From an optimization exercise on the open Yosys and OpenROAD flow, aimed at small area; shortcuts taken in it are not production practice. In this exercise RTL edits were held to simulation tests only and were not proved equivalent to the original. No activity file was given, so power comes from the tool's default toggle rates. The flow treats the clock pin as an ideal source, which a real chip does not have.

## cl_shell_top
module cl_shell_top
(
   input  logic                   clk_main_a0,
   input  logic                   sync_rst_n,        
   output logic                   ddr_rst_n,         
   output logic                   core_rst_n,        
   input  logic                   flr_assert,
   output logic                   flr_done,
   input  logic [NUM_STAT_CH-1:0] ctrl_ready,        
   input  logic                   ddr_c_ready,       
   output logic [NUM_DDR-1:0]     ddr_ready,
   input  logic [NUM_STAT_CH*STAT_REQ_W-1:0] stat_req_in,
   output logic [NUM_STAT_CH*STAT_REQ_W-1:0] stat_req_out,
   input  logic [NUM_STAT_CH*STAT_RSP_W-1:0] stat_rsp_in,
   output logic [NUM_STAT_CH*STAT_RSP_W-1:0] stat_rsp_out,
   input  logic [HOST_ID_W-1:0]   host_awid,
   input  logic [HOST_ID_W-1:0]   host_arid,
   output logic [HOST_ID_W-1:0]   host_bid,
   output logic [HOST_ID_W-1:0]   host_rid,
   output logic [CORE_ID_W-1:0]   core_awid,
   output logic [CORE_ID_W-1:0]   core_arid,
   input  logic [CORE_ID_W-1:0]   core_bid,
   input  logic [CORE_ID_W-1:0]   core_rid
);
Size: about 2,000 flip-flops, ~600 I/O pins, roughly 42,000 µm² of cells after synthesis.
export LEC_CHECK = 0
export CAP_MARGIN = 20
export CORE_MARGIN = 2
export CORE_UTILIZATION = 65
export PLACE_DENSITY = 0.8
export SLEW_MARGIN = 20
create_clock -name core_clock -period 5.0 [get_ports {clk_main_a0}]
standard.sh (not shown) runs the stock make flow with config.mk's settings and CLKGATE_MAP_FILE= SYNTH_SCRIPT=/design/flow/synth_recipe.tcl, a recipe that flattens the netlist after the stock synthesis.
==> flow/flow/run.sh <==
#!/bin/bash
# Standard ORFS layout with a smaller port buffer and a leaner clock tree.
# make's full output goes to make.log; each ORFS step logs under orfs/logs.
set -o pipefail
bash standard.sh BUFFER_PORTS_ARGS='-buffer_cell sky130_fd_sc_hd__buf_1' CTS_ARGS='-sink_clustering_enable -repair_clock_nets -dont_use_dummy_load -buf_list {sky130_fd_sc_hd__clkbuf_8} -sink_clustering_size 22 -sink_clustering_max_diameter 50' finish > make.log 2>&1
The baseline finished clean.
Change:
==> flow/flow/run.sh (replaced) <==
#!/bin/bash
# Standard ORFS layout with a smaller port buffer (buf_1), a leaner clock tree
# (buf_4 leaf buffers in small clusters, no dummy loads), and the output mask
# gates started at drive strength 1 (flow/pre_floorplan.tcl). make's full
# output goes to make.log; each ORFS step logs under orfs/logs.
set -o pipefail
W=$(pwd)
bash standard.sh PRE_FLOORPLAN_TCL="$W/flow/pre_floorplan.tcl" BUFFER_PORTS_ARGS='-buffer_cell sky130_fd_sc_hd__buf_1' CTS_ARGS='-sink_clustering_enable -repair_clock_nets -dont_use_dummy_load -buf_list {sky130_fd_sc_hd__buf_4} -sink_clustering_size 14 -sink_clustering_max_diameter 45' finish > make.log 2>&1
==> flow/flow/pre_floorplan.tcl (new file) <==
# Before floorplanning: synthesis maps the statistics output masks to
# drive-strength-2 cells, but each drives only its port buffer. Start them at
# drive strength 1; the resizer still sizes up any that need it.
foreach inst [get_cells *] {
  set m [get_property $inst ref_name]
  if {[regexp {^(sky130_fd_sc_hd__[a-z0-9]+)_2$} $m -> base] && ![string match *df* $base] && ![string match *clk* $base]} {
    replace_cell $inst ${base}_1
    puts "DOWNSIZE [get_full_name $inst] $m -> ${base}_1"
  }
}
Settings changed: CORE_UTILIZATION 65 to 70, PLACE_DENSITY 0.8 to 0.85.
Effect: Hold slack is worse by 0.010 ns; fmax shrinks by 10%; setup slack is worse by 0.33 ns; die area shrinks by 7.1%.
Change:
==> flow/flow/run.sh (replaced) <==
#!/bin/bash
# Standard ORFS layout with a smaller port buffer and a leaner clock tree.
# make's full output goes to make.log; each ORFS step logs under orfs/logs.
set -o pipefail
bash standard.sh BUFFER_PORTS_ARGS='-buffer_cell sky130_fd_sc_hd__buf_1' CTS_ARGS='-sink_clustering_enable -repair_clock_nets -dont_use_dummy_load -buf_list {sky130_fd_sc_hd__buf_4} -sink_clustering_size 14 -sink_clustering_max_diameter 45' finish > make.log 2>&1
removed: flow/flow/pre_floorplan.tcl
Fmax came out higher by a few percent; utilization is about the same; sequential cell count does not change.
Change:
==> flow/flow/run.sh (replaced) <==
#!/bin/bash
set -o pipefail
W=$(pwd)
cp "$FLOW_SDC" "$W/flow_constraint.sdc"
echo "set_max_transition 0.115 -clock_path [all_clocks]" >> "$W/flow_constraint.sdc"
bash standard.sh SDC_FILE="$W/flow_constraint.sdc" BUFFER_PORTS_ARGS='-buffer_cell sky130_fd_sc_hd__buf_1' CTS_ARGS='-sink_clustering_enable -repair_clock_nets -dont_use_dummy_load -buf_list {sky130_fd_sc_hd__clkbuf_8} -sink_clustering_size 22 -sink_clustering_max_diameter 60' finish > make.log 2>&1
After rerunning: The new run completed with no timing, DRC or antenna violations. Die area does not change. Worst setup slack is better by 0.15 ns. Sequential power hardly moves. Synthesized area is unchanged. Combinational power stays flat. Register-to-register slack stays flat. Power rose slightly.


== job 101 ==
The RTL this note starts from:
==> flow/design.v <==
package shell_glue_pkg;
   localparam int NUM_DDR   = 4;       
   localparam int DDR_A_BIT = 0;
   localparam int DDR_B_BIT = 1;
   localparam int DDR_C_BIT = 2;       
   localparam int DDR_D_BIT = 3;
   localparam int NUM_STAT_CH      = 3;
   localparam int STAT_PIPE_STAGES = 8;    
   localparam int RST_PIPE_STAGES  = 4;    
   localparam int STAT_ADDR_W = 8;
   localparam int STAT_DATA_W = 32;
   localparam int STAT_INT_W  = 8;
   localparam int HOST_ID_W = 6;
   localparam int CORE_ID_W = 16;
   localparam int ID_PAD_W  = CORE_ID_W - HOST_ID_W;    
   typedef struct packed {
      logic                   wr;       
      logic                   rd;       
      logic [STAT_ADDR_W-1:0] addr;     
      logic [STAT_DATA_W-1:0] wdata;    
   } stat_req_t;
   typedef struct packed {
      logic                   ack;      
      logic [STAT_INT_W-1:0]  intr;     
      logic [STAT_DATA_W-1:0] rdata;    
   } stat_rsp_t;
   localparam int STAT_REQ_W = 2 + STAT_ADDR_W + STAT_DATA_W;
   localparam int STAT_RSP_W = 1 + STAT_INT_W + STAT_DATA_W;
endpackage
`timescale 1ns/1ps
import shell_glue_pkg::*;
module lib_pipe
#(
   parameter int WIDTH  = 1,                  
   parameter int STAGES = RST_PIPE_STAGES     
)
(
   input  logic             clk_main_a0,
   input  logic [WIDTH-1:0] in_bus,
   output logic [WIDTH-1:0] out_bus
);
   logic [WIDTH-1:0] pipe_q [STAGES];    
   always_ff @(posedge clk_main_a0)
   begin
      pipe_q[0] <= in_bus;
      for (int i = 1; i < STAGES; i++)
      begin
         pipe_q[i] <= pipe_q[i-1];     
      end
   end
   assign out_bus = pipe_q[STAGES-1];
endmodule
`timescale 1ns/1ps
import shell_glue_pkg::*;
module rst_sync_tree
(
   input  logic clk_main_a0,
   input  logic sync_rst_n,      
   output logic local_rst_n,     
   output logic ddr_rst_n,       
   output logic core_rst_n,      
   output logic stat_ok          
);
   logic pre_sync_rst_n;         
   logic [STAT_PIPE_STAGES-1:0] rel_q;    
   always_ff @(posedge clk_main_a0 or negedge sync_rst_n)
   begin
      if (!sync_rst_n)
      begin
         pre_sync_rst_n <= 1'b0;
         local_rst_n    <= 1'b0;
      end
      else
      begin
         pre_sync_rst_n <= 1'b1;
         local_rst_n    <= pre_sync_rst_n;
      end
   end
   always_ff @(posedge clk_main_a0 or negedge sync_rst_n)
   begin
      if (!sync_rst_n)
         rel_q <= '0;
      else
         rel_q <= {rel_q[STAT_PIPE_STAGES-2:0], local_rst_n};
   end
   assign ddr_rst_n  = rel_q[RST_PIPE_STAGES-1];
   assign core_rst_n = rel_q[RST_PIPE_STAGES-1];
   assign stat_ok    = rel_q[STAT_PIPE_STAGES-1];
endmodule
`timescale 1ns/1ps
import shell_glue_pkg::*;
module flr_ready_monitor
(
   input  logic                   clk_main_a0,
   input  logic                   local_rst_n,
   input  logic                   flr_assert,      
   output logic                   flr_done,        
   input  logic [NUM_STAT_CH-1:0] ctrl_ready,      
   input  logic                   ddr_c_ready,     
   output logic [NUM_DDR-1:0]     ddr_ready
);
   logic flr_assert_q;       
   logic ddr_c_ready_q;      
   always_ff @(posedge clk_main_a0 or negedge local_rst_n)
   begin
      if (!local_rst_n)
      begin
         flr_assert_q <= 1'b0;
         flr_done     <= 1'b0;
      end
      else
      begin
         flr_assert_q <= flr_assert;
         flr_done     <= flr_assert_q && !flr_done;
      end
   end
   always_ff @(posedge clk_main_a0 or negedge local_rst_n)
   begin
      if (!local_rst_n)
         ddr_c_ready_q <= 1'b0;
      else
         ddr_c_ready_q <= ddr_c_ready;     
   end
   assign ddr_ready[DDR_A_BIT] = ctrl_ready[0];
   assign ddr_ready[DDR_B_BIT] = ctrl_ready[1];
   assign ddr_ready[DDR_C_BIT] = ddr_c_ready_q;
   assign ddr_ready[DDR_D_BIT] = ctrl_ready[2];
endmodule
`timescale 1ns/1ps
import shell_glue_pkg::*;
module ddr_stat_bridge
(
   input  logic      clk_main_a0,
   input  logic      stat_ok,
   input  logic [NUM_STAT_CH*STAT_REQ_W-1:0] stat_req_in,
   output logic [NUM_STAT_CH*STAT_REQ_W-1:0] stat_req_out,
   input  logic [NUM_STAT_CH*STAT_RSP_W-1:0] stat_rsp_in,
   output logic [NUM_STAT_CH*STAT_RSP_W-1:0] stat_rsp_out
);
   localparam int REQ_W = STAT_REQ_W;    
   localparam int RSP_W = STAT_RSP_W;    
   localparam int REQ_PAY_W = STAT_ADDR_W + STAT_DATA_W;    
   localparam int RSP_PAY_W = STAT_DATA_W;                  
   for (genvar ch = 0; ch < NUM_STAT_CH; ch++)
   begin : g_stat_ch
      logic [REQ_W-1:0] req_flat;        
      logic [RSP_W-1:0] rsp_flat;        
      lib_pipe #(
         .WIDTH  (REQ_W),
         .STAGES (STAT_PIPE_STAGES)
      ) req_pipe (
         .clk_main_a0 (clk_main_a0),
         .in_bus      (stat_req_in[ch*REQ_W +: REQ_W]),
         .out_bus     (req_flat)
      );
      lib_pipe #(
         .WIDTH  (RSP_W),
         .STAGES (STAT_PIPE_STAGES)
      ) rsp_pipe (
         .clk_main_a0 (clk_main_a0),
         .in_bus      (stat_rsp_in[ch*RSP_W +: RSP_W]),
         .out_bus     (rsp_flat)
      );
      assign stat_req_out[ch*REQ_W + REQ_PAY_W +: 2] =
         req_flat[REQ_PAY_W +: 2] & {2{stat_ok}};
      assign stat_req_out[ch*REQ_W +: REQ_PAY_W] = req_flat[REQ_PAY_W-1:0];
      assign stat_rsp_out[ch*RSP_W + RSP_PAY_W +: RSP_W-RSP_PAY_W] =
         rsp_flat[RSP_PAY_W +: RSP_W-RSP_PAY_W] & {(RSP_W-RSP_PAY_W){stat_ok}};
      assign stat_rsp_out[ch*RSP_W +: RSP_PAY_W] = rsp_flat[RSP_PAY_W-1:0];
   end
endmodule
`timescale 1ns/1ps
import shell_glue_pkg::*;
module cl_shell_top
(
   input  logic                   clk_main_a0,
   input  logic                   sync_rst_n,        
   output logic                   ddr_rst_n,         
   output logic                   core_rst_n,        
   input  logic                   flr_assert,
   output logic                   flr_done,
   input  logic [NUM_STAT_CH-1:0] ctrl_ready,        
   input  logic                   ddr_c_ready,       
   output logic [NUM_DDR-1:0]     ddr_ready,
   input  logic [NUM_STAT_CH*STAT_REQ_W-1:0] stat_req_in,
   output logic [NUM_STAT_CH*STAT_REQ_W-1:0] stat_req_out,
   input  logic [NUM_STAT_CH*STAT_RSP_W-1:0] stat_rsp_in,
   output logic [NUM_STAT_CH*STAT_RSP_W-1:0] stat_rsp_out,
   input  logic [HOST_ID_W-1:0]   host_awid,
   input  logic [HOST_ID_W-1:0]   host_arid,
   output logic [HOST_ID_W-1:0]   host_bid,
   output logic [HOST_ID_W-1:0]   host_rid,
   output logic [CORE_ID_W-1:0]   core_awid,
   output logic [CORE_ID_W-1:0]   core_arid,
   input  logic [CORE_ID_W-1:0]   core_bid,
   input  logic [CORE_ID_W-1:0]   core_rid
);
   logic local_rst_n;      
   logic stat_ok;          
   rst_sync_tree rst_tree (
      .clk_main_a0 (clk_main_a0),
      .sync_rst_n  (sync_rst_n),
      .local_rst_n (local_rst_n),
      .ddr_rst_n   (ddr_rst_n),
      .core_rst_n  (core_rst_n),
      .stat_ok     (stat_ok)
   );
   flr_ready_monitor status_mon (
      .clk_main_a0 (clk_main_a0),
      .local_rst_n (local_rst_n),
      .flr_assert  (flr_assert),
      .flr_done    (flr_done),
      .ctrl_ready  (ctrl_ready),
      .ddr_c_ready (ddr_c_ready),
      .ddr_ready   (ddr_ready)
   );
   ddr_stat_bridge stat_bridge (
      .clk_main_a0  (clk_main_a0),
      .stat_ok      (stat_ok),
      .stat_req_in  (stat_req_in),
      .stat_req_out (stat_req_out),
      .stat_rsp_in  (stat_rsp_in),
      .stat_rsp_out (stat_rsp_out)
   );
   assign core_awid = {{ID_PAD_W{1'b0}}, host_awid};
   assign core_arid = {{ID_PAD_W{1'b0}}, host_arid};
   assign host_bid  = core_bid[HOST_ID_W-1:0];
   assign host_rid  = core_rid[HOST_ID_W-1:0];
endmodule
export LEC_CHECK = 0
export CAP_MARGIN = 20
export CORE_MARGIN = 2
export CORE_UTILIZATION = 75
export SLEW_MARGIN = 20
create_clock -name core_clock -period 5.0 [get_ports {clk_main_a0}]
==> flow/flow/run.sh <==
#!/bin/bash
# Standard ORFS layout with a smaller port buffer and a leaner clock tree.
# make's full output goes to make.log; each ORFS step logs under orfs/logs.
set -o pipefail
bash standard.sh BUFFER_PORTS_ARGS='-buffer_cell sky130_fd_sc_hd__buf_1' CTS_ARGS='-sink_clustering_enable -repair_clock_nets -dont_use_dummy_load -buf_list {sky130_fd_sc_hd__clkbuf_8 sky130_fd_sc_hd__clkbuf_16} -sink_clustering_size 30 -sink_clustering_max_diameter 100' finish > make.log 2>&1
In summary, job 101 completed successfully, with a layout that passed the timing, DRC and antenna checks.
Setup changes, job 101 to job 102
Settings: swapping 75 for 60 in CORE_UTILIZATION.
==> flow/flow/run.sh <==
#!/bin/bash
# Standard ORFS layout with a smaller port buffer and a leaner clock tree.
# make's full output goes to make.log; each ORFS step logs under orfs/logs.
set -o pipefail
bash standard.sh BUFFER_PORTS_ARGS='-buffer_cell sky130_fd_sc_hd__buf_1' CTS_ARGS='-sink_clustering_enable -repair_clock_nets -dont_use_dummy_load -buf_list {sky130_fd_sc_hd__clkbuf_8} -sink_clustering_size 20 -sink_clustering_max_diameter 60' finish > make.log 2>&1
## What came out
Job 101: all stages complete, timing, DRC and antenna checks passed
No stage failed in job 102, and the final checks on the layout all came back clean.
Going from job 101 to job 102, initial antenna violation count shrank by more than 10%.
Compared with job 101, job 102 shows a higher part of the total power dissipated in sequential elements.
Number of hold buffers added after CTS: job 102 vs job 101 identical
Between job 101 and job 102, sequential share of layout area increased.
The count of clock-buffer cells in the layout in job 102 was higher than what job 101 gave.
Compared with job 101, job 102 shows a lower wire length.
Power in the clock group in job 102 is 13% below job 101.

## port drivers added, routing unchanged
The results above use ideal ports. As a check the final layouts listed here were re-extracted and re-timed, cells and wires unchanged. Step 1 assumes that a clkbuf_16 drives the clock port and a buf_2 every other input. Step 2 also shifts input and output timing later by t, the mid clock arrival at the registers, as if the neighbouring blocks saw the same clock. Three values: no drivers, after step 1, after step 2; two values: the first two.
run | t (ns) | setup WS [ns] | worst setup path after step 2 | clock arrival spread, ns | pins driven straight from the clock port
the first run of note 1 | 0.748 | 2.010 / 1.950 / 2.698 | register to output | 0.121 / 0.121 | 1
the second run of note 1 | 0.862 | 1.679 / 1.622 / 2.484 | register to output | 0.133 / 0.133 | 1
the third run of note 1 | 0.866 | 1.843 / 1.786 / 2.652 | register to output | 0.112 / 0.112 | 1
the fourth run of note 1 | 0.737 | 1.989 / 1.929 / 2.666 | register to output | 0.100 / 0.100 | 1
job 101 | 0.682 | 1.862 / 1.804 / 2.486 | register to output | 0.055 / 0.055 | 1
job 102 | 0.752 | 1.879 / 1.819 / 2.572 | register to output | 0.074 / 0.075 | 1
After both steps setup and hold are still met in every run listed.
